Optimization exercise on an open flow, not production practice. RTL: at most simulated, not proved equivalent. The clock port is an ideal driver here. Power: default activity.

==> design/flow/run.sh <==
#!/bin/bash
# synth_recipe.tcl (not shown) runs the flow's synth.tcl, then flattens the netlist and writes it again
# the make line also repeats each setting of config.mk as NAME=value (left out here)
make -C /OpenROAD-flow-scripts/flow DESIGN_CONFIG=/design/flow/config.mk WORK_HOME=/design/flow/orfs CLKGATE_MAP_FILE= SYNTH_SCRIPT=/design/flow/synth_recipe.tcl finish
==> design/flow/config.mk <==
export PLATFORM = sky130hd
export DESIGN_NAME = alu_issue_ctrl
export DESIGN_NICKNAME = alu_issue_ctrl
export VERILOG_FILES = /design/flow/design.v
export SDC_FILE = /design/flow/constraint.sdc
export NUM_CORES = 4
export LEC_CHECK = 0
export CAP_MARGIN = 20
export CORE_MARGIN = 2
export CORE_UTILIZATION = 30
export PLACE_DENSITY = 0.45
export SLEW_MARGIN = 20
==> design/flow/constraint.sdc <==
create_clock -name core_clock -period 5.0 [get_ports {CLK}]
set_input_delay 1.0000 -clock core_clock [delete_from_list [all_inputs] [get_ports {CLK}]]
set_output_delay 1.0000 -clock core_clock [all_outputs]
set_load 0.01 [all_outputs]
==> design/flow/design.v <==
package alu_issue_ctrl_pkg;
    localparam int DATA_WIDTH_DEF     = 32;
    localparam int ALU_OPRN_WIDTH_DEF = 6;
    localparam int REG_ADDR_WIDTH_DEF = 5;
    typedef enum logic [1:0] {
        CLR  = 2'd0,   
        RD1  = 2'd1,   
        RD2  = 2'd2,   
        DONE = 2'd3    
    } state_e;
endpackage
module alu_issue_ctrl_register_file
#(
    parameter int DATA_WIDTH     = alu_issue_ctrl_pkg::DATA_WIDTH_DEF,
    parameter int REG_ADDR_WIDTH = alu_issue_ctrl_pkg::REG_ADDR_WIDTH_DEF
) (
    input  logic                  clk_i,
    output logic [DATA_WIDTH-1:0] tap_o,
    input  logic                  we_i,
    input  logic [DATA_WIDTH-1:0] wdata_i
);
    localparam int NREG = (1 << REG_ADDR_WIDTH) - 1;
    logic [DATA_WIDTH-1:0] ring_q [NREG];
    always_ff @(posedge clk_i) begin
        ring_q[0] <= we_i ? wdata_i : ring_q[NREG-1];
        for (int i = 1; i < NREG; i++) begin
            ring_q[i] <= ring_q[i-1];
        end
    end
    assign tap_o = ring_q[NREG-1];
endmodule
module alu_issue_ctrl
#(
    parameter int DATA_WIDTH     = alu_issue_ctrl_pkg::DATA_WIDTH_DEF,
    parameter int ALU_OPRN_WIDTH = alu_issue_ctrl_pkg::ALU_OPRN_WIDTH_DEF,
    parameter int REG_ADDR_WIDTH = alu_issue_ctrl_pkg::REG_ADDR_WIDTH_DEF
) (
    input  logic                      CLK,
    input  logic                      RST,
    input  logic                      REQ_VALID,
    output logic                      REQ_READY,
    input  logic [ALU_OPRN_WIDTH-1:0] REQ_OPRN,
    input  logic [REG_ADDR_WIDTH-1:0] REQ_RS1,
    input  logic [REG_ADDR_WIDTH-1:0] REQ_RS2,
    input  logic [REG_ADDR_WIDTH-1:0] REQ_RD,
    input  logic                      REQ_IMM_SEL,
    input  logic [DATA_WIDTH-1:0]     REQ_IMM,
    output logic [DATA_WIDTH-1:0]     ALU_OP1,
    output logic [DATA_WIDTH-1:0]     ALU_OP2,
    output logic [ALU_OPRN_WIDTH-1:0] ALU_OPRN,
    input  logic [DATA_WIDTH-1:0]     ALU_RESULT,
    output logic                      RSP_VALID,
    input  logic                      RSP_READY,
    output logic [DATA_WIDTH-1:0]     RSP_DATA,
    output logic [REG_ADDR_WIDTH-1:0] RSP_RD
);
    localparam logic [REG_ADDR_WIDTH-1:0] TAG_LAST = '1;
    alu_issue_ctrl_pkg::state_e state_q, state_d;
    logic [REG_ADDR_WIDTH-1:0] tag_q, tag_d;
    logic                      rsp_valid_q, rsp_valid_d;
    logic                      wb_pend_q, wb_pend_d;
    logic [REG_ADDR_WIDTH-1:0] rd_q;
    logic [DATA_WIDTH-1:0]     x_q;
    logic [DATA_WIDTH-1:0] tap;
    logic                  rf_we;
    logic                  rs1_zero, rs2_zero;
    logic                  cap_a, cap_r, wb_now;
    assign rs1_zero = (REQ_RS1 == '0);
    assign rs2_zero = (REQ_RS2 == '0);
    assign cap_a  = (state_q == alu_issue_ctrl_pkg::RD1) && REQ_VALID &&
                    (rs1_zero || (tag_q == REQ_RS1));
    assign cap_r  = (state_q == alu_issue_ctrl_pkg::RD2) && REQ_VALID &&
                    (REQ_IMM_SEL || rs2_zero || (tag_q == REQ_RS2));
    assign wb_now = wb_pend_q && (tag_q == rd_q);
    assign rf_we  = (state_q == alu_issue_ctrl_pkg::CLR) || wb_now;
    alu_issue_ctrl_register_file #(
        .DATA_WIDTH     (DATA_WIDTH),
        .REG_ADDR_WIDTH (REG_ADDR_WIDTH)
    ) u_register_file (
        .clk_i   (CLK),
        .tap_o   (tap),
        .we_i    (rf_we),
        .wdata_i (x_q)
    );
    always_comb begin
        state_d     = state_q;
        tag_d       = (tag_q == TAG_LAST) ? REG_ADDR_WIDTH'(1) : tag_q + 1'b1;
        rsp_valid_d = rsp_valid_q;
        wb_pend_d   = wb_pend_q;
        unique case (state_q)
            alu_issue_ctrl_pkg::CLR:
                if (tag_q == TAG_LAST) state_d = alu_issue_ctrl_pkg::RD1;
            alu_issue_ctrl_pkg::RD1:
                if (cap_a) state_d = alu_issue_ctrl_pkg::RD2;
            alu_issue_ctrl_pkg::RD2:
                if (cap_r) begin
                    state_d     = alu_issue_ctrl_pkg::DONE;
                    rsp_valid_d = 1'b1;
                    wb_pend_d   = (REQ_RD != '0);
                end
            alu_issue_ctrl_pkg::DONE: begin
                if (RSP_READY) rsp_valid_d = 1'b0;
                if (wb_now)    wb_pend_d   = 1'b0;
                if (!rsp_valid_d && !wb_pend_d) state_d = alu_issue_ctrl_pkg::RD1;
            end
            default: state_d = alu_issue_ctrl_pkg::CLR;
        endcase
    end
    always_ff @(posedge CLK or posedge RST) begin
        if (RST) begin
            state_q     <= alu_issue_ctrl_pkg::CLR;
            tag_q       <= '0;
            rsp_valid_q <= 1'b0;
            wb_pend_q   <= 1'b0;
        end else begin
            state_q     <= state_d;
            tag_q       <= tag_d;
            rsp_valid_q <= rsp_valid_d;
            wb_pend_q   <= wb_pend_d;
        end
    end
    always_ff @(posedge CLK) begin
        if (state_q == alu_issue_ctrl_pkg::CLR || cap_a)
            x_q <= (state_q == alu_issue_ctrl_pkg::CLR || rs1_zero) ? '0 : tap;
        else if (cap_r)
            x_q <= ALU_RESULT;
        if (cap_r)
            rd_q <= REQ_RD;
    end
    assign REQ_READY = cap_r;
    assign RSP_VALID = rsp_valid_q;
    assign RSP_DATA  = x_q;
    assign RSP_RD    = rd_q;
    assign ALU_OP1   = x_q;
    assign ALU_OP2   = REQ_IMM_SEL ? REQ_IMM : (rs2_zero ? '0 : tap);
    assign ALU_OPRN  = REQ_OPRN;
endmodule
==> results of run 1 <==
[metrics by stage]
stage | setup slack [ns] | util
6_report | 0.8075 | 0.3801
5_1_grt | 0.6893 | 0.3801
4_1_cts | 0.7321 | 0.3801
3_5_place_dp | 0.7491 | 0.3393
3_3_place_gp | 0.8069 | 0.3393
2_1_floorplan | 2.111 | -
[synth_stat cells (2+ instances only)]
cell type / n / share of area
a21oi_1: 32 / 0.0068
a22o_1: 32 / 0.012
and3_1: 2 / 0.00053
buf_4: 41 / 0.013
buf_6: 5 / 0.0024
clkbuf_1: 23 / 0.0037
dfrtp_1: 9 / 0.0096
dfxtp_1: 992 / 0.85
edfxtp_1: 37 / 0.047
ha_1: 6 / 0.0032
inv_1: 8 / 0.0013
mux2_2: 2 / 0.00096
mux2_4: 30 / 0.019
nand2_1: 4 / 0.00064
nand3_1: 6 / 0.0013
nand4_1: 32 / 0.0085
nor2_1: 6 / 0.00096
nor3_2: 2 / 0.00085
o21ai_0: 33 / 0.0070
xnor2_1: 14 / 0.0052
xnor2_2: 2 / 0.0014
[kinds of logic (layout without fill, tap and decap cells)]
family / Yosys count / after routing
fa+ha+maj: 6 / 6
compound gates: 110 / 110
xor+xnor: 17 / 17
mux: 33 / 33
buf+inv: 79 / 378
flops: 1038 / 1038
simple gates: 57 / 57
[final cells by class]
type / instances / area (um2) / share of cell area
multi-input cells: 223 / 1815 / 0.06165
clock inverters: 32 / 276.5 / 0.009390
flip-flops and latches: 1038 / 21200 / 0.7198
clock buffers: 142 / 2884 / 0.09794
repair buffers: 196 / 1944 / 0.06603
well taps: 1040 / 1301 / 0.04419
inverters: 8 / 30.03 / 0.001020
[worst paths after layout]
path,start,end,slack (ns),cells past startpoint
worst min-delay path,u_register_file.ring_q[28][0],u_register_file.ring_q[29][0],0.31,0
max in group asynchronous,RST,tag_q[3],4.06,2
worst min register to register,u_register_file.ring_q[28][0],u_register_file.ring_q[29][0],0.31,0
worst max register to register,state_q[0],u_register_file.ring_q[0][17],2.23,6
worst max-delay path,REQ_RS2[2],ALU_OP2[6],0.81,6
min in group asynchronous,RST,wb_pend_q,0.67,2
[metal layers]
layer,up-vias,share of wire,GRT usage
met5,-,0,0
met4,0,0.033,0.05000
met3,80,0.055,0.02532
met2,225,0.41,0.1315
met1,4654,0.50,0.1295
li1,4820,-,-
[power groups by stage]
| stage | Sequential (mW) | Combinational [mW] | Clock (mW) |
|---|---|---|---|
| floorplan | 9.65 | 0.390 | 0 |
| global placement | 9.74 | 0.764 | 0 |
| detailed placement | 9.75 | 0.778 | 0 |
| CTS | 9.59 | 0.782 | 7.35 |
| global route | 9.67 | 0.820 | 7.69 |
| finish | 9.57 | 0.767 | 7.07 |
[registers in the layout, summed over array words and instances (netlist names)]
register                count
tag_q                       5
state_q                     2
u_register_file.ring_q    992
rd_q                        5
rsp_valid_q                 1
x_q                        32
wb_pend_q                   1
==> results by group, run 1 <==
Timing
  – Worst-margin pin slew: around 0.9 ns
  – Count of final max-slew check failures: 0
  – Clock Skews: around 0.019 ns
  – Final setup TNS: 0 ns
  – F_max: roughly 0.24 GHz
  – Final period util: 0.8385
  – Fin Hold WS: 0.3133 ns
  – Final hold vios: 0
  – Setup Viol. Count Final: 0
  – Tmin final: 4.193 ns
  – Rel. slew slack: 0.4086
  – RSZ-0062 raised after global routing: no

Clock network
  – Total CTS buffers: 99
  – Reg clk slew, reported paths: 0.06 ns
  – # clock sinks: 1,038
  – Cts hold-fix bufs: 0
  – H-tree levels: 3
  – Clk Latency, worst-skew pair: roughly 0.64 ns
  – Clock Tree Root: clkbuf_16
  – PostCTS Resize Cnt: 0
  – TritonCTS clock tree: built
  – Post-CTS Setup Inserts: 0
  – Clock buffer depth: 3

Routing
  – Pre-Repair DR Iteration Count: 6
  – DR vias: 9,779
  – Final wirelength: between 30,000 and 40,000 um
  – DRC Markers: 0
  – First DRT Iteration DRCs: between 400 and 500
  – DR vias/cell: ~3.7
  – Final ANT Viol Nets: 0
  – Wire length per cell: about 14 um

Cells and area
  – Final Instance Count excl. Fillers: approximately 2,700
  – Post-route cell area: ~30,000 um2
  – Most frequent cells in the layout: dfxtp_1 (992), clkdlybuf4s50_1 (185), clkbuf_16 (103)
  – Share of cells above drive strength 1: 0.1269
  – Most common cell after layout, fill and taps aside: dfxtp_1
  – Area delta synth->final: 25.39%
  – Post-layout nets: roughly 1,700
  – Fillers: slightly above 7,000
  – Antenna diode count: 0

Die
  – Core Box Area: approximately 77,000 um2
  – Die H: 283.8 um
  – Row count: ~100
  – Die area: just over 80,000 um2
  – X dimension of the die: between 200 and 300 um
  – Initial Utilization: 0.3032
  – # IOs: 199

Worst setup path
  – Critical Path RT: roughly 4.0 ns
  – CP Class: input port to output pin
  – Buf/Inv on CP: 3
  – CP delay by family, top: buffers and inverters
  – Largest fanout on the critical path: 20
  – CP dominant cell by count: clkdlybuf4s50_1
  – CP Cell Sequence: clkdlybuf4s50_1 > nor3_2 > a21oi_4 > buf_12 > a22o_1 > clkdlybuf4s50_1
  – CP startpoint kind: input port
  – CP endpoint kind: output pin
  – Worst EP arrival: 3.19 ns
  – Worst path max stage delay: around 0.57 ns
  – Max stage delay cell, worst path: a21oi_4

Status
  – Outcome: no timing/DRC/antenna violations

Placed design
  – DP Area: about 26,000 um2
  – GP Congestion: around 0.75
  – HPWL Detailed: about 22,000 um
  – Placed Cells: between 2,000 and 3,000
  – Port Buf Inserts: around 190

Global routing
  – Gr usage total: 0.09329
  – Initial antenna violation count: 2
  – Maximum number of pins on one net before global-route repair: 34
  – Global-route wire length before repair: 57,970 um
  – GRT Residual Overflow: 0
  – Vias in the first global route: 9,948

Power and ir drop
  – Sequential power share: 0.550
  – Logic pwr share: 0.044
  – Switching power total: roughly 3.6 mW
  – P_int: between 10 and 15 mW
  – Power Total: roughly 17 mW
  – Clock share of power: 0.406
  – Power Dens Cells: around 590 nW/um2
  – Switching share of power: 0.2085
  – Maximum resistive drop on vdd: 0.2824 mV
  – Leak: between 10 and 15 nW

Synthesis
  – Synth Area in Simple Gates: 0.01449
  – Syn_nets: between 1,000 and 1,500
  – Most used DFF post-synth: dfxtp_1
  – Multiplexer share of the synthesized area: 0.02062
  – Avg Cell Area, Syn: around 18 um2
  – Synth Area in Adders: 0.003197
  – XOR/XNOR share of the synthesized area: 0.006979
  – Seq/Total Area, Yosys: 0.9025
  – Largest family of logic cells by synthesized area: compound AO/OA/AOI/OAI gates
  – Compound-Gate Fraction of Synth Area: 0.03133
  – Ys async rst share: 0.008671
  – Netlist Area Pre-Place: roughly 23,000 um2
  – Unique masters post-synth: 43
  – Cells after Synth: 1,340
  – Yosys warnings: 3
  – Seq cells post-synth: 1,038
  – EDFF count, synth: 37

Run
  – Max_cap viols: 0

Hold path
  – HP Class: register to register
==> run 2, diff against run 1 <==
==> design/flow/flow/run.sh (new file) <==
#!/bin/bash
# Standard layout (standard.sh, unchanged synthesis), with smaller port
# buffers and a clock tree built from small buffers without dummy loads.
set -euo pipefail
cat >> config.mk <<'CFG'
export BUFFER_PORTS_ARGS = -buffer_cell sky130_fd_sc_hd__buf_1
export CTS_ARGS = -sink_clustering_enable -repair_clock_nets -dont_use_dummy_load -buf_list sky130_fd_sc_hd__clkbuf_4
CFG
bash standard.sh finish > flow_make.log 2>&1
==> design/flow/standard.sh (new file) <==
#!/bin/bash
# synth_recipe.tcl (not shown) runs the flow's synth.tcl, then flattens the netlist and writes it again
# the make line also repeats each setting of config.mk as NAME=value (left out here)
make -C /OpenROAD-flow-scripts/flow DESIGN_CONFIG=/design/flow/config.mk WORK_HOME=/design/flow/orfs CLKGATE_MAP_FILE= SYNTH_SCRIPT=/design/flow/synth_recipe.tcl "${@:-finish}"
--- a/design/flow/config.mk
+++ b/design/flow/config.mk
@@ -11,2 +11,4 @@
 export PLACE_DENSITY = 0.45
 export SLEW_MARGIN = 20
+export BUFFER_PORTS_ARGS = -buffer_cell sky130_fd_sc_hd__buf_1
+export CTS_ARGS = -sink_clustering_enable -repair_clock_nets -dont_use_dummy_load -buf_list sky130_fd_sc_hd__clkbuf_4
removed: design/flow/run.sh
==> run 2 against run 1 <==
Compared with the run above:
- critical path type is now register to output pin
- via count increased by 7.9%
- count of clock-buffer cells in the layout increased by 134
- clock skew increased by 0.098 ns
- register-to-register slack got worse by 0.05 ns
- wire length increased by 1.4%
- clock power decreased by 26%
- global-route usage increased by 0.48 points
- utilization decreased by 2.9 points
- non-clock buffer count decreased by 1
- die area unchanged
- flip-flop and latch count unchanged
==> results by group, run 2 <==
Routing
  – Final ANT Viol Nets: 0 (unchanged)
  – Metal3 WL: 2842 um (+37%)
  – DRC Markers: 0 (unchanged)
  – Final wirelength: 38,080 um (+1.4%)
  – First DRT Iteration DRCs: 347 (-17%)
  – Wire length per cell: 13.68 um (-2.4%)
  – WL met1: 18,850 um (+0.83%)
  – DR vias/cell: 3.790 (+3.8%)
  – Max layer used: met4
  – Met2 WL: 15,320 um (-1.3%)
  – Pre-Repair DR Iteration Count: 7 (+1)
  – DR vias: 10,551 (+7.9%)

Die
  – Initial Utilization: 0.3032 (unchanged)
  – # IOs: 199 (unchanged)
  – Die area: 80,540 um2 (unchanged)
  – Die H: 283.8 um (unchanged)
  – Row count: 102 (unchanged)
  – Core Box Area: 77,470 um2 (unchanged)
  – X dimension of the die: 283.8 um (unchanged)

Global routing
  – Maximum number of pins on one net before global-route repair: 35 (+2.9%)
  – GRT Residual Overflow: 0 (unchanged)
  – Gr usage total: 0.09807 (+0.004784)
  – Global-route wire length before repair: 60,620 um (+4.6%)
  – Vias in the first global route: 11,412 (+15%)
  – Initial antenna violation count: 2 (unchanged)

Synthesis
  – Cells after Synth: 1,340 (unchanged)
  – Synth area leaders: dfxtp_1 (85%), edfxtp_1 (4.7%), mux2_4 (1.9%)
  – Syn_nets: 1,436 (unchanged)
  – Seq/Total Area, Yosys: 0.9025 (unchanged)
  – Unique masters post-synth: 43 (unchanged)
  – Biggest area consumer among synthesized cells: dfxtp_1
  – Seq cells post-synth: 1,038 (unchanged)
  – Netlist Area Pre-Place: 23,490 um2 (unchanged)
  – Yosys warnings: 3 (unchanged)
  – Top-area cell type share of the netlist area: 0.8456 (unchanged)
  – Post-synth top cells: dfxtp_1 (992), buf_4 (41), edfxtp_1 (37)
  – Most used DFF post-synth: dfxtp_1
  – Most common cell in the netlist: dfxtp_1
  – EDFF count, synth: 37 (unchanged)
  – Ys async rst share: 0.008671 (unchanged)
  – Avg Cell Area, Syn: 17.53 um2 (unchanged)

Power and ir drop
  – Power Dens Cells: 566.0 nW/um2 (-4.3%)
  – Maximum resistive drop on vdd: 0.1610 mV (-43%)
  – Power Total: 15.39 mW (-12%)
  – Leak: 10.72 nW (-6.8%)

Hold path
  – Hold Path Stages: 0 (unchanged)
  – HP Class: register to register
  – Hold Crit Start: u_register_file.ring_q[14][2]
  – Hold EP: u_register_file.ring_q[15][2]

Placed design
  – DP Worst Slack: 1.448 ns (+0.6993 ns)
  – GP Congestion: 0.7816 (+4.3%)
  – Port Buf Inserts: 186 (unchanged)
  – HPWL Detailed: 21,100 um (-1.8%)

Run
  – Max_cap viols: 0 (unchanged)

Timing
  – Count of final max-slew check failures: 0 (unchanged)
  – Fin Hold WS: 0.2118 ns (-0.1015 ns)
  – Final setup TNS: 0 ns (unchanged)
  – F_max: 0.2823 GHz (+18%)
  – RSZ-0062 raised after global routing: no
  – Worst-margin pin slew: 1.015 ns (+0.1275 ns)
  – Tmin final: 3.542 ns (-0.6505 ns)
  – Clock Skews: 0.1167 ns (+0.09782 ns)
  – Final hold vios: 0 (unchanged)
  – Setup Viol. Count Final: 0 (unchanged)
  – Rel. slew slack: 0.3236 (-0.08502)
  – Worst setup margin: 1.458 ns (+0.6505 ns)
  – Final period util: 0.7084 (-0.1301)

Worst setup path
  – CP startpoint kind: register
  – FF-to-FF setup slack: 2.18 ns (-0.05 ns)
  – Buf/Inv on CP: 1 (-2)
  – Critical Path RT: 4.00 ns (about the same)
  – Largest fanout on the critical path: 7 (-65%)
  – CP delay by family, top: simple AND/OR/NAND/NOR gates
  – Max stage delay cell, worst path: dfrtp_1
  – CP Class: register to output pin
  – WP depth: 5 (-1)
  – Worst EP arrival: 2.54 ns (-0.65 ns)
  – FF-to-FF End: x_q[12]
  – Worst path max stage delay: 0.49 ns (-0.08 ns)
  – Beginning of the worst register-to-register path: state_q[1]
  – Worst Reg-to-Reg Cells: 7 (+1)
  – CP endpoint kind: output pin
  – CP Cell Sequence: xnor2_1 > nand3_1 > o22ai_1 > and2_1 > buf_1

Cells and area
  – Post-layout nets: 1,838 (+11%)
  – Fillers: 7,506 (+4.3%)
  – Most frequent cells in the layout: dfxtp_1 (992), clkbuf_4 (276), buf_1 (185)
  – Max FFs per register: 992 (unchanged)
  – Share of cells above drive strength 1: 0.1902 (+0.06332)
  – Area delta synth->final: 15.79%
  – Top reg by flops: u_register_file.ring_q
  – Final core utilization: 0.3510 (-0.02909)
  – Most common cell after layout, fill and taps aside: dfxtp_1
  – Regs by FF count: u_register_file.ring_q x992, x_q x32

Clock network
  – H-tree levels: 5 (+2)
  – Total CTS buffers: 276 (+180%)
  – Clock Tree Root: clkbuf_4
  – # clock sinks: 1,038 (unchanged)
  – TritonCTS clock tree: built
  – Clock buffer depth: 4 (+1)
  – Clk Latency, worst-skew pair: 1.03 ns (+0.39 ns)
  – Reg clk slew, reported paths: 0.05 ns (about the same)
  – Post-CTS Setup Inserts: 0 (unchanged)

Status
  – Outcome: no timing/DRC/antenna violations
==> run 2: kinds of logic after synthesis <==
kind of cell,synth area share
compound gates,0.03133
xor+xnor,0.006979
fa+ha+maj,0.003197
buf+inv,0.02088
flops,0.9025
mux,0.02062
simple gates,0.01449
==> run 2: worst max path at each step <==
stage / startpoint / end / slack (ns)
after floorplan: REQ_RS2[0] / x_q[0] / 2.11
after global placement: REQ_RS1[0] / x_q[14] / 1.45
after detailed placement: REQ_RS1[0] / x_q[14] / 1.45
after CTS: tag_q[3] / REQ_READY / 1.27
after global routing: tag_q[3] / REQ_READY / 1.19
final: tag_q[3] / REQ_READY / 1.46
==> run 2: layout make-up <==
class                           count  area (um2)  area share
Antenna cell                        4       10.01   0.0003681
Tap cell                         1040        1301     0.04785
Inverter                            8       30.03    0.001104
Sequential cell                  1038       21200      0.7794
Clock buffer                      276        2072     0.07619
Timing Repair Buffer              195       769.5     0.02830
Multi-Input combinational cell    223        1815     0.06676
==> run 2: routing by layer <==
metal / up-vias / global-route usage
met1: 4986 / 0.1315
li1: 5155 / -
met4: 0 / 0.06257
met5: - / 0
met3: 77 / 0.04743
met2: 333 / 0.1233
==> run 2: timing repair <==
action	in CTS	in global routing
hold endpoints to repair	9	0
gates resized for setup	0	0
hold buffers	1	0
==> run 2: report_power, final <==
group / switching, mW / internal, mW / total (mW)
combinational: 0.400 / 0.207 / 0.606
sequential: 0.263 / 9.31 / 9.58
clock: 2.69 / 2.51 / 5.21
total: 3.36 / 12.0 / 15.4
==> run 2: through the flow <==
stage | std cells | area, um2
after floorplan | 1340 | 23490
after global routing | 2781 | 27190
final | 2784 | 27190
after detailed placement | 2503 | 25100
after global placement | 2503 | 25100
after CTS | 2780 | 27180
==> run 3, diff against run 2 <==
==> design/flow/flow/run.sh (replaced) <==
#!/bin/bash
# Standard layout (standard.sh, unchanged synthesis), with smaller port
# buffers and a clock tree built from small buffers without dummy loads.
set -euo pipefail
cat >> config.mk <<'CFG'
export BUFFER_PORTS_ARGS = -buffer_cell sky130_fd_sc_hd__buf_1
export CTS_ARGS = -sink_clustering_enable -repair_clock_nets -dont_use_dummy_load -buf_list sky130_fd_sc_hd__clkbuf_4 -sink_clustering_size 12 -sink_clustering_max_diameter 50
CFG
bash standard.sh finish > flow_make.log 2>&1
==> design/flow/config.mk (replaced) <==
export PLATFORM = sky130hd
export DESIGN_NAME = alu_issue_ctrl
export DESIGN_NICKNAME = alu_issue_ctrl
export VERILOG_FILES = /design/flow/design.v
export SDC_FILE = /design/flow/constraint.sdc
export NUM_CORES = 4
export LEC_CHECK = 0
export CAP_MARGIN = 20
export CORE_MARGIN = 2
export CORE_UTILIZATION = 60
export PLACE_DENSITY = 0.75
export SLEW_MARGIN = 20
export BUFFER_PORTS_ARGS = -buffer_cell sky130_fd_sc_hd__buf_1
export CTS_ARGS = -sink_clustering_enable -repair_clock_nets -dont_use_dummy_load -buf_list sky130_fd_sc_hd__clkbuf_4 -sink_clustering_size 12 -sink_clustering_max_diameter 50
==> run 3 against run 2 <==
Compared with the run above:
- still clean on timing, DRC and antenna
- total power shrank 14%
- count of clock-buffer cells in the layout shrank 178
- final area shrank 7.4%
- critical path depth grew 1
- die area shrank 49%
- worst setup slack gained 0.16 ns
- largest power group unchanged
==> results by group, run 3 <==
Status
  – Outcome: no timing/DRC/antenna violations

Worst setup path
  – CP Class: input port to output pin
  – Largest fanout on the critical path: 33 (+26)
  – Worst path max stage delay: 0.44 ns (-0.05 ns)
  – Buf/Inv on CP: 4 (+3)
  – Max stage delay cell, worst path: buf_4
  – CP endpoint kind: output pin
  – CP Cell Sequence: clkbuf_2 > buf_4 > a21oi_4 > buf_4 > a22o_1 > buf_1
  – CP dominant cell by count: buf_4
  – CP delay by family, top: buffers and inverters
  – Critical Path RT: 4.00 ns (about the same)
  – CP startpoint kind: input port
  – Worst EP arrival: 2.38 ns (-0.16 ns)

Cells and area
  – Most frequent cells in the layout: dfxtp_1 (992), buf_1 (185), clkbuf_4 (98)
  – Post-layout nets: 1,658 (-9.8%)
  – Most common cell after layout, fill and taps aside: dfxtp_1
  – Fillers: 2,687 (-64%)
  – Regs by FF count: u_register_file.ring_q x992, x_q x32
  – Top reg by flops: u_register_file.ring_q
  – Share of cells above drive strength 1: 0.09551 (-0.09472)
  – Max FFs per register: 992 (unchanged)
  – Area delta synth->final: 7.198%
  – Final core utilization: 0.6514 (+0.3004)

Global routing
  – Global-route wire length before repair: 52,580 um (-13%)
  – Initial antenna violation count: 5 (+3)
  – Gr usage total: 0.1682 (+0.07014)
  – Vias in the first global route: 9,772 (-14%)
  – GRT Residual Overflow: 0 (unchanged)
  – Maximum number of pins on one net before global-route repair: 37 (+5.7%)

Routing
  – Wire length per cell: 16.16 um (+18%)
  – DR vias: 9,731 (-7.8%)
  – Pre-Repair DR Iteration Count: 5 (-2)
  – DR vias/cell: 4.678 (+23%)
  – Final ANT Viol Nets: 0 (unchanged)
  – DRC Markers: 0 (unchanged)
  – First DRT Iteration DRCs: 412 (+19%)
  – Final wirelength: 33,610 um (-12%)

Timing
  – Setup Viol. Count Final: 0 (unchanged)
  – Worst setup margin: 1.620 ns (+0.1625 ns)
  – Final hold vios: 0 (unchanged)
  – Rel. slew slack: 0.3188 (-0.004796)
  – Clock Skews: 0.09270 ns (-0.02402 ns)
  – Count of final max-slew check failures: 0 (unchanged)
  – Final period util: 0.6759 (-0.03250)
  – Tmin final: 3.380 ns (-0.1625 ns)
  – F_max: 0.2959 GHz (+4.8%)
  – Worst-margin pin slew: 1.021 ns (+0.006071 ns)
  – Final setup TNS: 0 ns (unchanged)
  – RSZ-0062 raised after global routing: no

Synthesis
  – Most common cell in the netlist: dfxtp_1
  – Cells after Synth: 1,340 (unchanged)
  – Post-synth top cells: dfxtp_1 (992), buf_4 (41), edfxtp_1 (37)
  – EDFF count, synth: 37 (unchanged)
  – Most used DFF post-synth: dfxtp_1
  – Top-area cell type share of the netlist area: 0.8456 (unchanged)
  – Avg Cell Area, Syn: 17.53 um2 (unchanged)
  – Ys async rst share: 0.008671 (unchanged)
  – Yosys warnings: 3 (unchanged)
  – Seq cells post-synth: 1,038 (unchanged)
  – Seq/Total Area, Yosys: 0.9025 (unchanged)
  – Unique masters post-synth: 43 (unchanged)
  – Syn_nets: 1,436 (unchanged)
  – Synth area leaders: dfxtp_1 (85%), edfxtp_1 (4.7%), mux2_4 (1.9%)
  – Netlist Area Pre-Place: 23,490 um2 (unchanged)
  – Biggest area consumer among synthesized cells: dfxtp_1

Die
  – Core Box Area: 38,650 um2 (-50%)
  – Die H: 201.8 um (-29%)
  – Die area: 40,740 um2 (-49%)
  – X dimension of the die: 201.8 um (-29%)
  – # IOs: 199 (unchanged)
  – Row count: 72 (-29%)
  – Initial Utilization: 0.6077 (+0.3045)

Power and ir drop
  – P_int: 10.40 mW (-14%)
  – Switching share of power: 0.2140 (-0.004206)
  – Power Dens Cells: 525.5 nW/um2 (-7.1%)
  – Maximum resistive drop on vdd: 0.3061 mV (+90%)
  – Sequential power share: 0.724 (+0.102)
  – Power Total: 13.23 mW (-14%)
  – Leak: 9.891 nW (-7.7%)
  – Switching power total: 2.831 mW (-16%)
  – Logic pwr share: 0.042 (+0.003)
  – Clock share of power: 0.234 (-0.104)

Clock network
  – Post-CTS Setup Inserts: 0 (unchanged)
  – Cts hold-fix bufs: 0 (-1)
  – H-tree levels: 3 (-2)
  – Clk Latency, worst-skew pair: 0.80 ns (-0.23 ns)
  – Total CTS buffers: 98 (-64%)
  – # clock sinks: 1,038 (unchanged)
  – Clock Tree Root: clkbuf_4
  – PostCTS Resize Cnt: 0 (unchanged)
  – Clock buffer depth: 3 (-1)
  – TritonCTS clock tree: built
  – Reg clk slew, reported paths: 0.11 ns (+0.06 ns)

Placed design
  – DP Worst Slack: 1.631 ns (+0.1821 ns)
  – HPWL Detailed: 20,200 um (-4.3%)
  – Port Buf Inserts: 186 (unchanged)
  – GP Congestion: 0.8121 (+3.9%)

Run
  – Max_cap viols: 0 (unchanged)

Hold path
  – HP Class: input port to async pin
-- run 3: cell count changes in the layout (fill, tap and decap cells not counted), sizes merged --
cell         before  now
clkbuf          277   99
diode             4    2
buf             193  192
dlygate4sd3       1    0
-- run 3: metrics by stage --
stage	hold WS, ns	instance area, um2	instances
global placement	0.3103	24430	1980
global route	0.1352	25170	2079
finish	0.2392	25180	2080
floorplan	0.3096	23490	1340
detailed placement	0.3121	24430	1980
CTS	0.1372	25170	2078
-- run 3: cells by family after synthesis --
| logic type | count (synthesis) | share of synthesized area |
|---|---|---|
| adder cells (fa/ha/maj) | 6 | 0.003197 |
| XOR/XNOR | 17 | 0.006979 |
| buffers and inverters | 79 | 0.02088 |
| multiplexers | 33 | 0.02062 |
| AND/OR/NAND/NOR | 57 | 0.01449 |
| flip-flops | 1038 | 0.9025 |
| AO/OA/AOI/OAI | 110 | 0.03133 |
-- run 3: area by class of cell --
| cell class | instances | area (um2) | area share |
|---|---|---|---|
| inverters | 8 | 30.03 | 0.001193 |
| diodes | 2 | 5.005 | 0.0001988 |
| multi-input cells | 223 | 1809 | 0.07187 |
| clock buffers | 98 | 735.7 | 0.02922 |
| well taps | 518 | 648.1 | 0.02574 |
| flip-flops and latches | 1038 | 21200 | 0.8419 |
| repair buffers | 193 | 752.0 | 0.02987 |
-- run 3: final timing paths --
check	slack (ns)	depth (start not counted)	startpoint	end
max	1.62	6	REQ_IMM_SEL	ALU_OP2[11]
min	0.24	2	RST	state_q[1]
max reg2reg	2.62	6	tag_q[2]	x_q[11]
min reg2reg	0.25	0	u_register_file.ring_q[20][26]	u_register_file.ring_q[21][26]
max in group asynchronous	4.46	2	RST	tag_q[0]
min in group core_clock	0.25	0	u_register_file.ring_q[20][26]	u_register_file.ring_q[21][26]
-- run 3: power by group through the flow --
stage,sequential [mW],combinational (mW),clock (mW)
finish,9.58,0.558,3.09
global route,9.68,0.601,3.58
CTS,9.60,0.559,3.25
detailed placement,9.77,0.557,0
global placement,9.74,0.540,0
floorplan,9.65,0.390,0
-- run 3: per-layer routing --
layer / up-vias / GRT usage / part of all wire
met5: - / 0 / 0.00098
met4: 6 / 0.08771 / 0.035
met3: 90 / 0.04886 / 0.058
met2: 278 / 0.2404 / 0.43
met1: 4603 / 0.2343 / 0.47
li1: 4754 / - / -
==> run 4, diff against run 3 <==
==> design/flow/flow/run.sh (replaced) <==
#!/bin/bash
# Standard layout (standard.sh, unchanged synthesis), with smaller port
# buffers and a clock tree built from small buffers without dummy loads.
set -euo pipefail
cat >> config.mk <<'CFG'
export BUFFER_PORTS_ARGS = -buffer_cell sky130_fd_sc_hd__buf_1
export CTS_ARGS = -sink_clustering_enable -repair_clock_nets -dont_use_dummy_load -buf_list sky130_fd_sc_hd__clkbuf_4 -sink_clustering_size 10 -sink_clustering_max_diameter 40
CFG
bash standard.sh finish > flow_make.log 2>&1
==> design/flow/config.mk (replaced) <==
export PLATFORM = sky130hd
export DESIGN_NAME = alu_issue_ctrl
export DESIGN_NICKNAME = alu_issue_ctrl
export VERILOG_FILES = /design/flow/design.v
export SDC_FILE = /design/flow/constraint.sdc
export NUM_CORES = 4
export LEC_CHECK = 0
export ABC_AREA = 1
export CAP_MARGIN = 20
export CORE_MARGIN = 2
export CORE_UTILIZATION = 75
export PLACE_DENSITY = 0.88
export SLEW_MARGIN = 20
export BUFFER_PORTS_ARGS = -buffer_cell sky130_fd_sc_hd__buf_1
export CTS_ARGS = -sink_clustering_enable -repair_clock_nets -dont_use_dummy_load -buf_list sky130_fd_sc_hd__clkbuf_4 -sink_clustering_size 10 -sink_clustering_max_diameter 40
==> run 4 against run 3 <==
Compared with the run above:
- critical path type unchanged
- synthesized cell count rose by 7.9%
- total power rose by 9.7%
- clock skew rose by 0.067 ns
- first-iteration DRC count rose by 94%
- final area fell by 0.80%
- largest cell class unchanged
- utilization rose by 17 points
- worst setup slack got worse by 0.26 ns
- final cell count rose by 0.43%
- maximum frequency fell by 7.1%
==> results by group, run 4 <==
Status
  – Outcome: no timing/DRC/antenna violations

Cells and area
  – Most common cell after layout, fill and taps aside: dfxtp_1
  – Area of the multi-input gates: 1475 um2 (-18%)
  – Fillers: 1,458 (-46%)
  – Max FFs per register: 992 (unchanged)
  – Most frequent cells in the layout: dfxtp_1 (992), buf_1 (185), nand2_1 (143)
  – FF+latch area: 21,200 um2 (unchanged)
  – Regs by FF count: u_register_file.ring_q x992, x_q x32
  – Post-layout nets: 1,790 (+8.0%)
  – Area delta synth->final: 7.260% (about the same)
  – Share of cells above drive strength 1: 0.09043 (-0.005087)
  – Top reg by flops: u_register_file.ring_q

Die
  – Row count: 64 (-11%)
  – # IOs: 199 (unchanged)
  – X dimension of the die: 180.2 um (-11%)
  – Initial Utilization: 0.7612 (+0.1535)
  – Core Box Area: 30,590 um2 (-21%)
  – Die area: 32,470 um2 (-20%)
  – Die H: 180.2 um (-11%)

Worst setup path
  – Beginning of the worst register-to-register path: tag_q[0]
  – Critical Path RT: 4.00 ns (about the same)
  – Worst Reg-to-Reg Cells: 7 (+1)
  – CP startpoint kind: input port
  – Worst Setup EP: ALU_OP2[13]
  – CP endpoint kind: output pin
  – Worst EP arrival: 2.64 ns (+0.26 ns)
  – CP Class: input port to output pin
  – Crit. Startpoint: REQ_RS2[2]
  – FF-to-FF End: u_register_file.ring_q[0][15]
  – FF-to-FF setup slack: 2.19 ns (-0.43 ns)
  – Largest fanout on the critical path: 18 (-45%)

Timing
  – Final period util: 0.7273 (+0.05138)
  – Worst-margin pin slew: 1.150 ns (+0.1297 ns)
  – Tmin final: 3.636 ns (+0.2569 ns)
  – Fin Hold WS: 0.2234 ns (-0.01582 ns)
  – RSZ-0062 raised after global routing: no
  – F_max: 0.2750 GHz (-7.1%)
  – Clock Skews: 0.1593 ns (+0.06659 ns)
  – Setup Viol. Count Final: 0 (unchanged)
  – Rel. slew slack: 0.2331 (-0.08572)
  – Count of final max-slew check failures: 0 (unchanged)
  – Final hold vios: 0 (unchanged)
  – Final setup TNS: 0 ns (unchanged)

Routing
  – Wire length per cell: 19.43 um (+20%)
  – DR vias/cell: 4.970 (+6.2%)
  – Pre-Repair DR Iteration Count: 5 (unchanged)
  – DRC Markers: 0 (unchanged)
  – Final ANT Viol Nets: 0 (unchanged)
  – DR vias: 10,382 (+6.7%)
  – Final wirelength: 40,580 um (+21%)
  – First DRT Iteration DRCs: 801 (+94%)

Power and ir drop
  – P_int: 10.98 mW (+5.6%)
  – Sequential power share: 0.700 (-0.024)
  – Logic pwr share: 0.067 (+0.025)
  – Leak: 10.11 nW (+2.2%)
  – Switching share of power: 0.2437 (+0.02973)
  – Maximum resistive drop on vdd: 0.4593 mV (+50%)
  – Power Dens Cells: 581.2 nW/um2 (+11%)
  – Switching power total: 3.538 mW (+25%)
  – Clock share of power: 0.232 (-0.002)

Global routing
  – Global-route wire length before repair: 63,200 um (+20%)
  – Routing usage on met2: 0.4226 (+0.1822)
  – Gr usage total: 0.2550 (+0.08682)
  – Initial antenna violation count: 2 (-3)
  – Met1 Resource Use GR: 0.3200 (+0.08573)
  – GRT Residual Overflow: 0 (unchanged)
  – GR Util met3: 0.05538 (+0.006521)
  – Vias in the first global route: 11,389 (+17%)
  – Busiest metal layer after global routing: met2
  – Maximum number of pins on one net before global-route repair: 37 (unchanged)

Synthesis
  – Most used DFF post-synth: dfxtp_1
  – Cells after Synth: 1,446 (+7.9%)
  – Netlist Area Pre-Place: 23,280 um2 (-0.85%)
  – Unique masters post-synth: 29 (-33%)
  – Seq/Total Area, Yosys: 0.9103 (+0.007759)
  – Synth area leaders: dfxtp_1 (85%), edfxtp_1 (4.8%), nand2_1 (2.3%)
  – Ys async rst share: 0.008671 (unchanged)
  – Yosys warnings: 3 (unchanged)
  – Post-synth top cells: dfxtp_1 (992), nand2_1 (144), inv_1 (56), o21ai_0 (56), buf_4 (38)
  – Avg Cell Area, Syn: 16.10 um2 (-8.1%)
  – EDFF count, synth: 37 (unchanged)
  – Syn_nets: 1,542 (+7.4%)
  – Biggest area consumer among synthesized cells: dfxtp_1
  – Top-area cell type share of the netlist area: 0.8529 (+0.007270)
  – Most common cell in the netlist: dfxtp_1
  – Seq cells post-synth: 1,038 (unchanged)

Clock network
  – Clock buffer depth: 3 (unchanged)
  – TritonCTS clock tree: built
  – Post-CTS Setup Inserts: 0 (unchanged)
  – # clock sinks: 1,038 (unchanged)
  – Clock Tree Root: clkbuf_4
  – H-tree levels: 3 (unchanged)
  – Total CTS buffers: 114 (+16%)
  – PostCTS Resize Cnt: 0 (unchanged)
  – Cts hold-fix bufs: 0 (unchanged)
  – Clk Latency, worst-skew pair: 0.82 ns (+0.02 ns)
  – Reg clk slew, reported paths: 0.10 ns (about the same)

Run
  – Max_cap viols: 0 (unchanged)

Placed design
  – Port Buf Inserts: 186 (unchanged)
  – HPWL Detailed: 23,480 um (+16%)
  – GP Congestion: 0.9010 (+11%)

Hold path
  – HP Class: register to register
## run 4: changes by cell type in the layout (fill, tap and decap cells not counted), moves of 10 or more
cell      change
a22o_1       -32
o21ai_2      +26
a21oi_1      -30
nand2_1     +139
nand4_1      -31
clkbuf_4     +16
mux2_4       -30
xnor2_1      -11
nor2_1       +10
inv_1        +48
o21ai_1      +18
o21ai_0      +23
## run 4: stage by stage
stage | power (mW) | instances | instance area, um2 | worst slack, ns | util
after floorplan | 10.81 | 1446 | 23280 | 2.209 | -
after global placement | 11.11 | 1974 | 24110 | 1.511 | 0.7881
after detailed placement | 11.25 | 1974 | 24110 | 1.423 | 0.7881
after CTS | 14.61 | 2088 | 24960 | 1.424 | 0.8161
after global routing | 15.09 | 2089 | 24980 | 1.261 | 0.8165
final | 14.52 | 2089 | 24980 | 1.364 | 0.8165
## run 4: area by class of cell
class,count,share of cell area
flip-flops and latches,1038,0.8487
clock buffers,114,0.03427
inverters,59,0.008867
diodes,1,0.0001002
repair buffers,190,0.02921
multi-input cells,291,0.05906
well taps,396,0.01984
## run 4: per-layer routing
metal / wire (um) / up-vias
li1: - / 4935
met1: 16490 / 4920
met2: 20060 / 398
met3: 2335 / 127
met4: 1678 / 2
met5: 13 / -
## run 4: power groups by stage
stage	combinational, mW	sequential (mW)	clock (mW)
2_1_floorplan	0.680	10.1	0
3_3_place_gp	0.881	10.2	0
3_5_place_dp	0.949	10.3	0
4_1_cts	0.972	10.2	3.46
5_1_grt	1.05	10.3	3.78
6_report	0.975	10.2	3.37
## run 4: how the worst min path moves through the flow
stage	start	depth (start not counted)	end	slack, ns
after floorplan	u_register_file.ring_q[9][0]	0	u_register_file.ring_q[10][0]	0.31
after global placement	u_register_file.ring_q[29][28]	0	u_register_file.ring_q[30][28]	0.31
after detailed placement	u_register_file.ring_q[29][24]	0	u_register_file.ring_q[30][24]	0.31
after CTS	RST	2	tag_q[1]	0.20
after global routing	u_register_file.ring_q[0][20]	0	u_register_file.ring_q[1][20]	0.20
final	u_register_file.ring_q[0][20]	0	u_register_file.ring_q[1][20]	0.22
## run 4: critical path: stages
cell and delay [ns]:
buf_1 0.12, nor2_1 0.06, nand3_1 0.14, nand2_1 0.41
buf_4 0.39, o21ai_0 0.29, buf_1 0.22
## run 4: cell families (layout without fill, tap and decap cells)
logic type,count (synthesis),count (layout),share of synthesized area
other cells,0,1,0
compound gates,106,106,0.02784
fa+ha+maj,6,6,0.003224
buf+inv,117,363,0.02719
xor+xnor,5,5,0.001881
flops,1038,1038,0.9103
simple gates,174,174,0.02961
==> run 5, diff against run 4 <==
--- a/design/flow/config.mk
+++ b/design/flow/config.mk
@@ -9,6 +9,6 @@
 export CAP_MARGIN = 20
 export CORE_MARGIN = 2
-export CORE_UTILIZATION = 75
-export PLACE_DENSITY = 0.88
+export CORE_UTILIZATION = 60
+export PLACE_DENSITY = 0.75
 export SLEW_MARGIN = 20
 export BUFFER_PORTS_ARGS = -buffer_cell sky130_fd_sc_hd__buf_1
==> run 5 against run 4 <==
Compared with the run above:
- still clean
- utilization fell by 16 points
- global-route usage is 9.9 points lower
- sequential power about the same
- synthesized cell count unchanged
- wire length is 25% lower
- largest cell class unchanged
- largest power group unchanged
==> results by group, run 5 <==
Cells and area
  – Final Instance Count excl. Fillers: 2,216 (+6.1%)
  – Fillers: 2,743 (+88%)
  – Area delta synth->final: 8.039%
  – Most common cell after layout, fill and taps aside: dfxtp_1
  – Most frequent cells in the layout: dfxtp_1 (992), buf_1 (185), nand2_1 (143)
  – Top reg by flops: u_register_file.ring_q
  – Regs by FF count: u_register_file.ring_q x992, x_q x32
  – Share of cells above drive strength 1: 0.09311 (+0.002680)
  – Max FFs per register: 992 (unchanged)
  – Post-layout nets: 1,795 (+0.28%)

Worst setup path
  – Max stage delay cell, worst path: buf_4
  – CP delay by family, top: buffers and inverters
  – CP Cell Sequence: clkbuf_2 > buf_4 > inv_1 > nand2_1 > buf_4 > o21ai_0 > buf_1
  – Worst path max stage delay: 0.35 ns (-0.06 ns)
  – Crit. Startpoint: REQ_IMM_SEL
  – Worst Setup EP: ALU_OP2[12]
  – CP dominant cell by count: buf_4
  – FF-to-FF setup slack: 2.36 ns (+0.17 ns)
  – CP startpoint kind: input port
  – WP depth: 7 (unchanged)
  – Worst EP arrival: 2.39 ns (-0.25 ns)
  – Largest fanout on the critical path: 32 (+14)
  – CP Class: input port to output pin
  – Buf/Inv on CP: 5 (+2)
  – FF-to-FF End: x_q[0]
  – Worst Reg-to-Reg Cells: 9 (+2)
  – Beginning of the worst register-to-register path: tag_q[0]
  – CP endpoint kind: output pin
  – Critical Path RT: 4.00 ns (about the same)

Synthesis
  – Avg Cell Area, Syn: 16.10 um2 (unchanged)
  – Biggest area consumer among synthesized cells: dfxtp_1
  – Yosys warnings: 3 (unchanged)
  – Unique masters post-synth: 29 (unchanged)
  – Post-synth top cells: dfxtp_1 (992), nand2_1 (144), inv_1 (56), o21ai_0 (56), buf_4 (38)
  – Synth area leaders: dfxtp_1 (85%), edfxtp_1 (4.8%), nand2_1 (2.3%)
  – Syn_nets: 1,542 (unchanged)
  – Most used DFF post-synth: dfxtp_1
  – Cells after Synth: 1,446 (unchanged)
  – EDFF count, synth: 37 (unchanged)
  – Netlist Area Pre-Place: 23,280 um2 (unchanged)
  – Most common cell in the netlist: dfxtp_1
  – Top-area cell type share of the netlist area: 0.8529 (unchanged)
  – Seq/Total Area, Yosys: 0.9103 (unchanged)
  – Ys async rst share: 0.008671 (unchanged)
  – Seq cells post-synth: 1,038 (unchanged)

Die
  – Row count: 72 (+13%)
  – # IOs: 199 (unchanged)
  – Die H: 201.0 um (+12%)
  – X dimension of the die: 201.0 um (+12%)
  – Die area: 40,400 um2 (+24%)
  – Initial Utilization: 0.6053 (-0.1559)
  – Core Box Area: 38,470 um2 (+26%)

Timing
  – F_max: 0.2950 GHz (+7.3%)
  – Rel. slew slack: 0.3501 (+0.1170)
  – RSZ-0062 raised after global routing: no
  – Count of final max-slew check failures: 0 (unchanged)
  – Final hold vios: 0 (unchanged)
  – Setup Viol. Count Final: 0 (unchanged)
  – Final period util: 0.6780 (-0.04925)
  – Tmin final: 3.390 ns (-0.2463 ns)
  – Worst-margin pin slew: 0.9726 ns (-0.1778 ns)
  – Final setup TNS: 0 ns (unchanged)
  – Clock Skews: 0.1061 ns (-0.05317 ns)
  – Worst setup margin: 1.610 ns (+0.2463 ns)
  – Fin Hold WS: 0.1496 ns (-0.07381 ns)

Run
  – Max_cap viols: 0 (unchanged)

Routing
  – DR vias: 9,914 (-4.5%)
  – DR vias/cell: 4.474 (-10%)
  – Final wirelength: 30,570 um (-25%)
  – Pre-Repair DR Iteration Count: 5 (unchanged)
  – Wire length per cell: 13.80 um (-29%)
  – DRC Markers: 0 (unchanged)
  – First DRT Iteration DRCs: 460 (-43%)
  – Final ANT Viol Nets: 0 (unchanged)

Clock network
  – PostCTS Resize Cnt: 0 (unchanged)
  – Clk Latency, worst-skew pair: 0.81 ns (about the same)
  – Post-CTS Setup Inserts: 0 (unchanged)
  – H-tree levels: 3 (unchanged)
  – Clock Tree Root: clkbuf_4
  – Total CTS buffers: 119 (+4.4%)
  – # clock sinks: 1,038 (unchanged)
  – Reg clk slew, reported paths: 0.09 ns (about the same)
  – Clock buffer depth: 3 (unchanged)
  – TritonCTS clock tree: built
  – Cts hold-fix bufs: 0 (unchanged)

Hold path
  – HP Class: input port to async pin

Global routing
  – Global-route wire length before repair: 49,730 um (-21%)
  – Gr usage total: 0.1559 (-0.09916)
  – Maximum number of pins on one net before global-route repair: 65 (+76%)
  – Vias in the first global route: 9,984 (-12%)
  – Initial antenna violation count: 3 (+1)
  – GRT Residual Overflow: 0 (unchanged)

Placed design
  – DP Worst Slack: 1.604 ns (+0.1812 ns)
  – GP Congestion: 0.8311 (-7.8%)
  – HPWL Detailed: 18,020 um (-23%)
  – Port Buf Inserts: 186 (unchanged)
  – Placed Cells: 2,096 (+6.2%)

Power and ir drop
  – Power Dens Cells: 567.3 nW/um2 (-2.4%)
  – Leak: 10.14 nW (+0.22%)
  – Power Total: 14.27 mW (-1.7%)
  – Maximum resistive drop on vdd: 0.3575 mV (-22%)

Status
  – Outcome: no timing/DRC/antenna violations
==> run 5: worst min-delay path by stage <==
stage                                              from                            end  slack (ns)  depth (start not counted)
after detailed placement  u_register_file.ring_q[19][6]  u_register_file.ring_q[20][6]        0.31                          0
after global routing                                RST                     state_q[1]        0.08                          2
after global placement     u_register_file.ring_q[0][2]   u_register_file.ring_q[1][2]        0.31                          0
after floorplan            u_register_file.ring_q[9][0]  u_register_file.ring_q[10][0]        0.31                          0
after CTS                                           RST                     state_q[1]        0.04                          2
final                                               RST                     state_q[1]        0.15                          2
==> run 5: final cells by class <==
class	count	area [um2]	area share
Sequential cell	1038	21200	0.8425
Multi-Input combinational cell	291	1466	0.05829
Clock buffer	119	893.4	0.03551
Timing Repair Buffer	190	729.5	0.02900
Tap cell	518	648.1	0.02576
Inverter	59	221.5	0.008803
Antenna cell	1	2.502	0.00009947
==> run 5: cell families after synthesis <==
logic type                 synth area share
adders and majority gates          0.003224
xor gates and xnor gates           0.001881
DFF                                  0.9103
and+or+nand+nor                     0.02961
buffers and inverters               0.02719
AOI/OAI and AO/OA                   0.02784
==> run 5: power breakdown <==
part / internal (mW) / switching, mW / total, mW
Sequential: 9.67 / 0.393 / 10.1
Combinational: 0.256 / 0.638 / 0.895
Clock: 1.09 / 2.22 / 3.32
Total: 11.0 / 3.26 / 14.3
==> run 5: worst register-to-register path: cells and delay by family, from the launching register on <==
kind / cells / cell delay, ns
flip-flops: 1 / 0.49
AO/OA/AOI/OAI: 1 / 0.14
AND/OR/NAND/NOR: 6 / 1.14
buffers and inverters: 2 / 0.43
==> run 5: layer usage <==
| layer | up-vias | wire length (um) | track usage | share of wire |
|---|---|---|---|---|
| li1 | 4947 | - | - | - |
| met1 | 4681 | 15080 | 0.2247 | 0.49 |
| met3 | 68 | 1609 | 0.04416 | 0.053 |
| met5 | - | 33 | 0 | 0.0011 |
| met4 | 4 | 711 | 0.07222 | 0.023 |
| met2 | 214 | 13140 | 0.2196 | 0.43 |
==> run 5: metrics by stage <==
stage                     instance area (um2)  utilization
after floorplan                         23280            -
after global placement                  24260       0.6307
after detailed placement                24260       0.6307
after CTS                               25150       0.6539
after global routing                    25160       0.6540
final                                   25160       0.6540
==> run 6, diff against run 5 <==
==> design/flow/flow/run.sh (replaced) <==
#!/bin/bash
# Standard layout (standard.sh, unchanged synthesis), with smaller port
# buffers, a clock tree built from small buffers without dummy loads, and
# data-path cells downsized after CTS where timing allows.
set -euo pipefail
cat >> config.mk <<CFG
export BUFFER_PORTS_ARGS = -buffer_cell sky130_fd_sc_hd__buf_1
export CTS_ARGS = -sink_clustering_enable -repair_clock_nets -dont_use_dummy_load -buf_list sky130_fd_sc_hd__clkbuf_4 -sink_clustering_size 10 -sink_clustering_max_diameter 40
export POST_CTS_TCL = $(pwd)/flow/post_cts.tcl
CFG
bash standard.sh finish > flow_make.log 2>&1
==> design/flow/flow/post_cts.tcl (new file) <==
# After CTS: downsize data-path cells that have slack to spare, then
# legalise the placement again.
estimate_parasitics -placement
repair_timing -recover_power 100 -setup_margin 0.3 -verbose
detailed_placement
check_placement -verbose
--- a/design/flow/config.mk
+++ b/design/flow/config.mk
@@ -14,2 +14,3 @@
 export BUFFER_PORTS_ARGS = -buffer_cell sky130_fd_sc_hd__buf_1
 export CTS_ARGS = -sink_clustering_enable -repair_clock_nets -dont_use_dummy_load -buf_list sky130_fd_sc_hd__clkbuf_4 -sink_clustering_size 10 -sink_clustering_max_diameter 40
+export POST_CTS_TCL = /design/flow/flow/post_cts.tcl
==> run 6 against run 5 <==
Compared with the run above:
- register-to-register slack better by 0.18 ns
- clock power is essentially flat
- first-iteration DRC count grew 0.22%
- worst hold slack got worse by 0.0088 ns
- total power shrank 0.14%
- synthesized cell count stayed put
- global-route usage about the same
- utilization is 0.14 points lower
- non-clock buffer count rose by 2
- critical path type unchanged
==> results by group, run 6 <==
Global routing
  – Global-route wire length before repair: 49,690 um (about the same)
  – Initial antenna violation count: 3 (unchanged)
  – GRT Residual Overflow: 0 (unchanged)
  – Vias in the first global route: 9,980 (-0.040%)
  – Maximum number of pins on one net before global-route repair: 65 (unchanged)
  – Gr usage total: 0.1558 (about the same)

Synthesis
  – Seq cells post-synth: 1,038 (unchanged)
  – Top-area cell type share of the netlist area: 0.8529 (unchanged)
  – Cells after Synth: 1,446 (unchanged)
  – Most common cell in the netlist: dfxtp_1
  – Unique masters post-synth: 29 (unchanged)
  – EDFF count, synth: 37 (unchanged)
  – Biggest area consumer among synthesized cells: dfxtp_1
  – Post-synth top cells: dfxtp_1 (992), nand2_1 (144), inv_1 (56), o21ai_0 (56), buf_4 (38)
  – Ys async rst share: 0.008671 (unchanged)
  – Seq/Total Area, Yosys: 0.9103 (unchanged)
  – Yosys warnings: 3 (unchanged)
  – Syn_nets: 1,542 (unchanged)
  – Most used DFF post-synth: dfxtp_1
  – Avg Cell Area, Syn: 16.10 um2 (unchanged)
  – Synth area leaders: dfxtp_1 (85%), edfxtp_1 (4.8%), nand2_1 (2.3%)
  – Netlist Area Pre-Place: 23,280 um2 (unchanged)

Die
  – Die H: 201.0 um (unchanged)
  – # IOs: 199 (unchanged)
  – Row count: 72 (unchanged)
  – Initial Utilization: 0.6053 (unchanged)
  – Core Box Area: 38,470 um2 (unchanged)
  – Die area: 40,400 um2 (unchanged)
  – X dimension of the die: 201.0 um (unchanged)

Timing
  – Setup Viol. Count Final: 0 (unchanged)
  – F_max: 0.2767 GHz (-6.2%)
  – Count of final max-slew check failures: 0 (unchanged)
  – Final period util: 0.7227 (+0.04464)
  – Rel. slew slack: 0.5394 (+0.1893)
  – Worst-margin pin slew: 0.6909 ns (-0.2817 ns)
  – Final setup TNS: 0 ns (unchanged)
  – Final hold vios: 0 (unchanged)
  – Tmin final: 3.613 ns (+0.2232 ns)
  – RSZ-0062 raised after global routing: no
  – Clock Skews: 0.1021 ns (-0.004029 ns)

Routing
  – DRC Markers: 0 (unchanged)
  – Pre-Repair DR Iteration Count: 5 (unchanged)
  – First DRT Iteration DRCs: 461 (+0.22%)
  – Final ANT Viol Nets: 0 (unchanged)
  – DR vias: 9,928 (+0.14%)
  – DR vias/cell: 4.476 (about the same)
  – Wire length per cell: 13.85 um (+0.35%)
  – Final wirelength: 30,710 um (+0.44%)

Cells and area
  – Max FFs per register: 992 (unchanged)
  – Post-layout nets: 1,797 (+0.11%)
  – Most common cell after layout, fill and taps aside: dfxtp_1
  – Final Instance Count excl. Fillers: 2,218 (+0.090%)
  – Regs by FF count: u_register_file.ring_q x992, x_q x32
  – Most frequent cells in the layout: dfxtp_1 (992), buf_1 (184), nand2_1 (143)
  – Share of cells above drive strength 1: 0.08005 (-0.01306)
  – Post-route cell area: 25,100 um2 (-0.21%)
  – Top reg by flops: u_register_file.ring_q
  – Area delta synth->final: 7.808%

Worst setup path
  – Worst Reg-to-Reg Cells: 10 (+1)
  – Worst path max stage delay: 0.55 ns (+0.20 ns)
  – Beginning of the worst register-to-register path: tag_q[0]
  – Worst EP arrival: 2.61 ns (+0.22 ns)
  – Crit. Startpoint: REQ_IMM_SEL
  – CP Cell Sequence: clkbuf_2 > clkbuf_2 > inv_1 > nand2_1 > buf_4 > o21ai_0 > buf_1
  – FF-to-FF setup slack: 2.54 ns (+0.18 ns)
  – CP Class: input port to output pin
  – CP endpoint kind: output pin
  – CP startpoint kind: input port
  – CP dominant cell by count: clkbuf_2
  – Max stage delay cell, worst path: clkbuf_2
  – Critical Path RT: 4.00 ns (about the same)
  – FF-to-FF End: x_q[23]
  – Largest fanout on the critical path: 32 (unchanged)

Placed design
  – Placed Cells: 2,096 (unchanged)
  – GP Congestion: 0.8311 (unchanged)
  – HPWL Detailed: 18,020 um (unchanged)
  – Port Buf Inserts: 186 (unchanged)
  – DP Area: 24,260 um2 (unchanged)

Hold path
  – HP Class: input port to async pin

Power and ir drop
  – Maximum resistive drop on vdd: 0.3575 mV (about the same)
  – Power Dens Cells: 567.7 nW/um2 (about the same)
  – Leak: 10.11 nW (-0.24%)

Clock network
  – TritonCTS clock tree: built
  – Clk Latency, worst-skew pair: 0.81 ns (about the same)
  – # clock sinks: 1,038 (unchanged)
  – Reg clk slew, reported paths: 0.09 ns (about the same)

Status
  – Outcome: no timing/DRC/antenna violations

Run
  – Max_cap viols: 0 (unchanged)
[run 6: cells by family (layout without fill, tap and decap cells)]
family          after synthesis  count (layout)  share of synthesized area
compound gates              106             106                    0.02784
other cells                   0               1                          0
fa+ha+maj                     6               6                   0.003224
simple gates                174             174                    0.02961
xor+xnor                      5               5                   0.001881
buf+inv                     117             370                    0.02719
flops                      1038            1038                     0.9103
[run 6: layout make-up]
cell class              count  area (um2)
diodes                      1       2.502
clock buffers             119       893.4
fillers                  2762       13360
inverters                  59       221.5
multi-input cells         291        1376
flip-flops and latches   1038       21200
well taps                 518       648.1
repair buffers            192       765.7
[run 6: stage by stage]
step,hold slack [ns],power (mW),util,setup WS (ns)
after floorplan,0.3096,10.81,-,2.209
after detailed placement,0.3121,11.15,0.6307,1.604
after global routing,0.07838,14.98,0.6526,1.216
after global placement,0.3111,11.11,0.6307,1.680
final,0.1408,14.25,0.6526,1.387
[run 6: worst max path at each step]
stage / end / slack [ns]
floorplan: x_q[0] / 2.21
finish: ALU_OP2[13] / 1.39
global route: ALU_OP2[12] / 1.22
global placement: ALU_OP2[16] / 1.68
detailed placement: ALU_OP2[12] / 1.60
[run 6: power by group]
part           internal (mW)  switching (mW)
Combinational          0.263           0.611
Clock                   1.09            2.23
Sequential              9.66           0.393
[run 6: worst max-delay path, delay by kind of cell]
kind / cells / cell delay (ns)
compound gates: 1 / 0.16
buf+inv: 5 / 1.32
simple gates: 1 / 0.10
[run 6: layer usage]
layer | vias up | share of wire | track usage
met3 | 64 | 0.052 | 0.04448
met2 | 219 | 0.43 | 0.2192
li1 | 4948 | - | -
met1 | 4693 | 0.50 | 0.2246
met5 | - | 0.0011 | 0
met4 | 4 | 0.023 | 0.07222
==> run 7, diff against run 6 <==
--- a/design/flow/config.mk
+++ b/design/flow/config.mk
@@ -9,6 +9,6 @@
 export CAP_MARGIN = 20
 export CORE_MARGIN = 2
-export CORE_UTILIZATION = 60
-export PLACE_DENSITY = 0.75
+export CORE_UTILIZATION = 70
+export PLACE_DENSITY = 0.82
 export SLEW_MARGIN = 20
 export BUFFER_PORTS_ARGS = -buffer_cell sky130_fd_sc_hd__buf_1
==> run 7 against run 6 <==
Compared with the run above:
- total power hardly changed
- count of clock-buffer cells in the layout is 4 lower
- non-clock buffer count is 1 higher
- register-to-register slack got worse by 0.07 ns
- final cell count shrank 3.5%
- worst hold slack better by 0.034 ns
- clock power fell by 2%
- flip-flop and latch count is the same
- critical endpoint is now ALU_OP2[11]
==> results by group, run 7 <==
Global routing
  – GRT Residual Overflow: 0 (unchanged)
  – Gr usage total: 0.1936 (+0.03781)
  – Vias in the first global route: 10,253 (+2.7%)
  – Global-route wire length before repair: 52,620 um (+5.9%)
  – Maximum number of pins on one net before global-route repair: 65 (unchanged)
  – Initial antenna violation count: 3 (unchanged)

Status
  – Outcome: no timing/DRC/antenna violations

Cells and area
  – Share of cells above drive strength 1: 0.07724 (-0.002807)
  – Max FFs per register: 992 (unchanged)
  – Fillers: 1,907 (-31%)
  – Top reg by flops: u_register_file.ring_q
  – Regs by FF count: u_register_file.ring_q x992, x_q x32
  – Most common cell after layout, fill and taps aside: dfxtp_1
  – Post-layout nets: 1,794 (-0.17%)
  – Most frequent cells in the layout: dfxtp_1 (992), buf_1 (185), nand2_1 (143)
  – Area delta synth->final: 7.281%

Timing
  – Final period util: 0.6931 (-0.02954)
  – Clock Skews: 0.08095 ns (-0.02113 ns)
  – Tmin final: 3.466 ns (-0.1477 ns)
  – Rel. slew slack: 0.5236 (-0.01577)
  – Count of final max-slew check failures: 0 (unchanged)
  – Setup Viol. Count Final: 0 (unchanged)
  – Fin Hold WS: 0.1750 ns (+0.03415 ns)
  – Final setup TNS: 0 ns (unchanged)
  – Final hold vios: 0 (unchanged)
  – Worst-margin pin slew: 0.7146 ns (+0.02366 ns)
  – F_max: 0.2885 GHz (+4.3%)
  – RSZ-0062 raised after global routing: no

Synthesis
  – Seq cells post-synth: 1,038 (unchanged)
  – Synth Area in Simple Gates: 0.02961 (unchanged)
  – Avg Cell Area, Syn: 16.10 um2 (unchanged)
  – Compound-Gate Fraction of Synth Area: 0.02783 (unchanged)
  – Cells after Synth: 1,446 (unchanged)
  – Unique masters post-synth: 29 (unchanged)
  – Syn_nets: 1,542 (unchanged)
  – Biggest area consumer among synthesized cells: dfxtp_1
  – EDFF count, synth: 37 (unchanged)
  – Largest family of logic cells by synthesized area: simple AND/OR/NAND/NOR gates
  – Synth Area in Adders: 0.003224 (unchanged)
  – Seq/Total Area, Yosys: 0.9103 (unchanged)
  – Ys async rst share: 0.008671 (unchanged)
  – Most used DFF post-synth: dfxtp_1
  – Top-area cell type share of the netlist area: 0.8529 (unchanged)
  – Yosys warnings: 3 (unchanged)
  – Most common cell in the netlist: dfxtp_1
  – Post-synth top cells: dfxtp_1 (992), nand2_1 (144), inv_1 (56), o21ai_0 (56), buf_4 (38)
  – XOR/XNOR share of the synthesized area: 0.001881 (unchanged)
  – Synth area leaders: dfxtp_1 (85%), edfxtp_1 (4.8%), nand2_1 (2.3%)
  – Netlist Area Pre-Place: 23,280 um2 (unchanged)
  – Multiplexer share of the synthesized area: 0 (unchanged)

Die
  – Die H: 186.4 um (-7.3%)
  – X dimension of the die: 186.4 um (-7.3%)
  – Core Box Area: 32,620 um2 (-15%)
  – Die area: 34,740 um2 (-14%)
  – # IOs: 199 (unchanged)
  – Row count: 66 (-8.3%)
  – Initial Utilization: 0.7138 (+0.1085)

Routing
  – Final wirelength: 32,780 um (+6.8%)
  – Wire length per cell: 15.32 um (+11%)
  – DRC Markers: 0 (unchanged)
  – Final ANT Viol Nets: 0 (unchanged)
  – WL met1: 15,820 um (+4.1%)
  – First DRT Iteration DRCs: 485 (+5.2%)
  – Met2 WL: 14,950 um (+14%)
  – DR vias/cell: 4.580 (+2.3%)
  – DR vias: 9,801 (-1.3%)
  – Metal3 WL: 1483 um (-7.9%)
  – Pre-Repair DR Iteration Count: 5 (unchanged)
  – Max layer used: met5

Worst setup path
  – FF-to-FF End: x_q[9]
  – Worst EP arrival: 2.47 ns (-0.14 ns)
  – Critical Path RT: 4.00 ns (about the same)
  – Beginning of the worst register-to-register path: tag_q[0]
  – Largest fanout on the critical path: 32 (unchanged)
  – CP endpoint kind: output pin
  – Worst Reg-to-Reg Cells: 10 (unchanged)
  – CP Class: input port to output pin
  – FF-to-FF setup slack: 2.47 ns (-0.07 ns)
  – CP startpoint kind: input port

Power and ir drop
  – P_int: 10.99 mW (-0.29%)
  – Sequential power share: 0.709 (+0.003)
  – Logic pwr share: 0.062 (about the same)
  – Leak: 10.10 nW (-0.13%)
  – Switching power total: 3.267 mW (+1.0%)
  – Power Dens Cells: 570.5 nW/um2 (+0.50%)
  – Maximum resistive drop on vdd: 0.3738 mV (+4.6%)
  – Switching share of power: 0.2292 (+0.002270)
  – Clock share of power: 0.229 (-0.004)

Placed design
  – HPWL Detailed: 19,890 um (+10%)
  – GP Congestion: 0.8757 (+5.4%)
  – Port Buf Inserts: 186 (unchanged)

Clock network
  – Clk Latency, worst-skew pair: 0.80 ns (about the same)
  – TritonCTS clock tree: built
  – Reg clk slew, reported paths: 0.09 ns (about the same)
  – # clock sinks: 1,038 (unchanged)

Run
  – Max_cap viols: 0 (unchanged)

Hold path
  – HP Class: input port to async pin
==> run 7: cell types whose count changed in the layout (fill, tap and decap cells not counted), sizes merged <==
cell and delta:
clkbuf -5, buf +2, inv +1, diode +1, clkinv -1
==> run 7: logic make-up (layout without fill, tap and decap cells) <==
| logic type | after synthesis | count (layout) |
|---|---|---|
| AO/OA/AOI/OAI | 106 | 106 |
| adder cells (fa/ha/maj) | 6 | 6 |
| buffers and inverters | 117 | 367 |
| AND/OR/NAND/NOR | 174 | 174 |
| other | 0 | 2 |
| XOR/XNOR | 5 | 5 |
| flip-flops | 1038 | 1038 |
==> run 7: routing by layer <==
layer	global-route usage	vias to the layer above
li1	-	4944
met1	0.2714	4610
met2	0.2918	206
met3	0.05341	39
met4	0.07415	2
met5	0	-
==> run 7: power by group through the flow <==
| stage | Combinational [mW] | Clock, mW | Sequential, mW |
|---|---|---|---|
| floorplan | 0.680 | 0 | 10.1 |
| global placement | 0.877 | 0 | 10.2 |
| detailed placement | 0.910 | 0 | 10.3 |
| global route | 0.968 | 3.72 | 10.2 |
| finish | 0.884 | 3.27 | 10.1 |
==> run 7: cell type report <==
type                       instances  area, um2  area share
tap                              442      553.0     0.02214
multi-input combinational        291       1365     0.05465
clock buffer                     115      863.3     0.03456
inverter                          59      221.5    0.008866
antenna                            2      5.005   0.0002004
sequential                      1038      21200      0.8485
timing repair buffer             193      777.0     0.03110
==> run 7: stage by stage <==
| stage | total power [mW] | area, um2 | instances | setup slack, ns | utilization |
|---|---|---|---|---|---|
| after floorplan | 10.81 | 23280 | 1446 | 2.209 | - |
| after global placement | 11.10 | 24170 | 2020 | 1.790 | 0.7409 |
| after detailed placement | 11.20 | 24170 | 2020 | 1.693 | 0.7409 |
| after global routing | 14.91 | 24980 | 2140 | 1.360 | 0.7658 |
| final | 14.25 | 24980 | 2140 | 1.534 | 0.7658 |
==> run 7: how the worst max path moves through the flow <==
stage                              to  cells past startpoint        from  slack [ns]
after global placement        x_q[13]                      9  REQ_RS1[0]        1.79
after detailed placement       x_q[7]                      6  REQ_RS1[0]        1.69
after floorplan                x_q[0]                      9  REQ_RS1[4]        2.21
final                     ALU_OP2[11]                      7  REQ_RS2[2]        1.53
after global routing        REQ_READY                      8    tag_q[0]        1.36
==> run 7: worst max-delay path, cell delays in order <==
cell and delay (ns):
buf_1 0.13, nor2_1 0.06, nand3_1 0.12, nand2_1 0.08, clkbuf_2 0.44, o21ai_0 0.45
buf_1 0.19
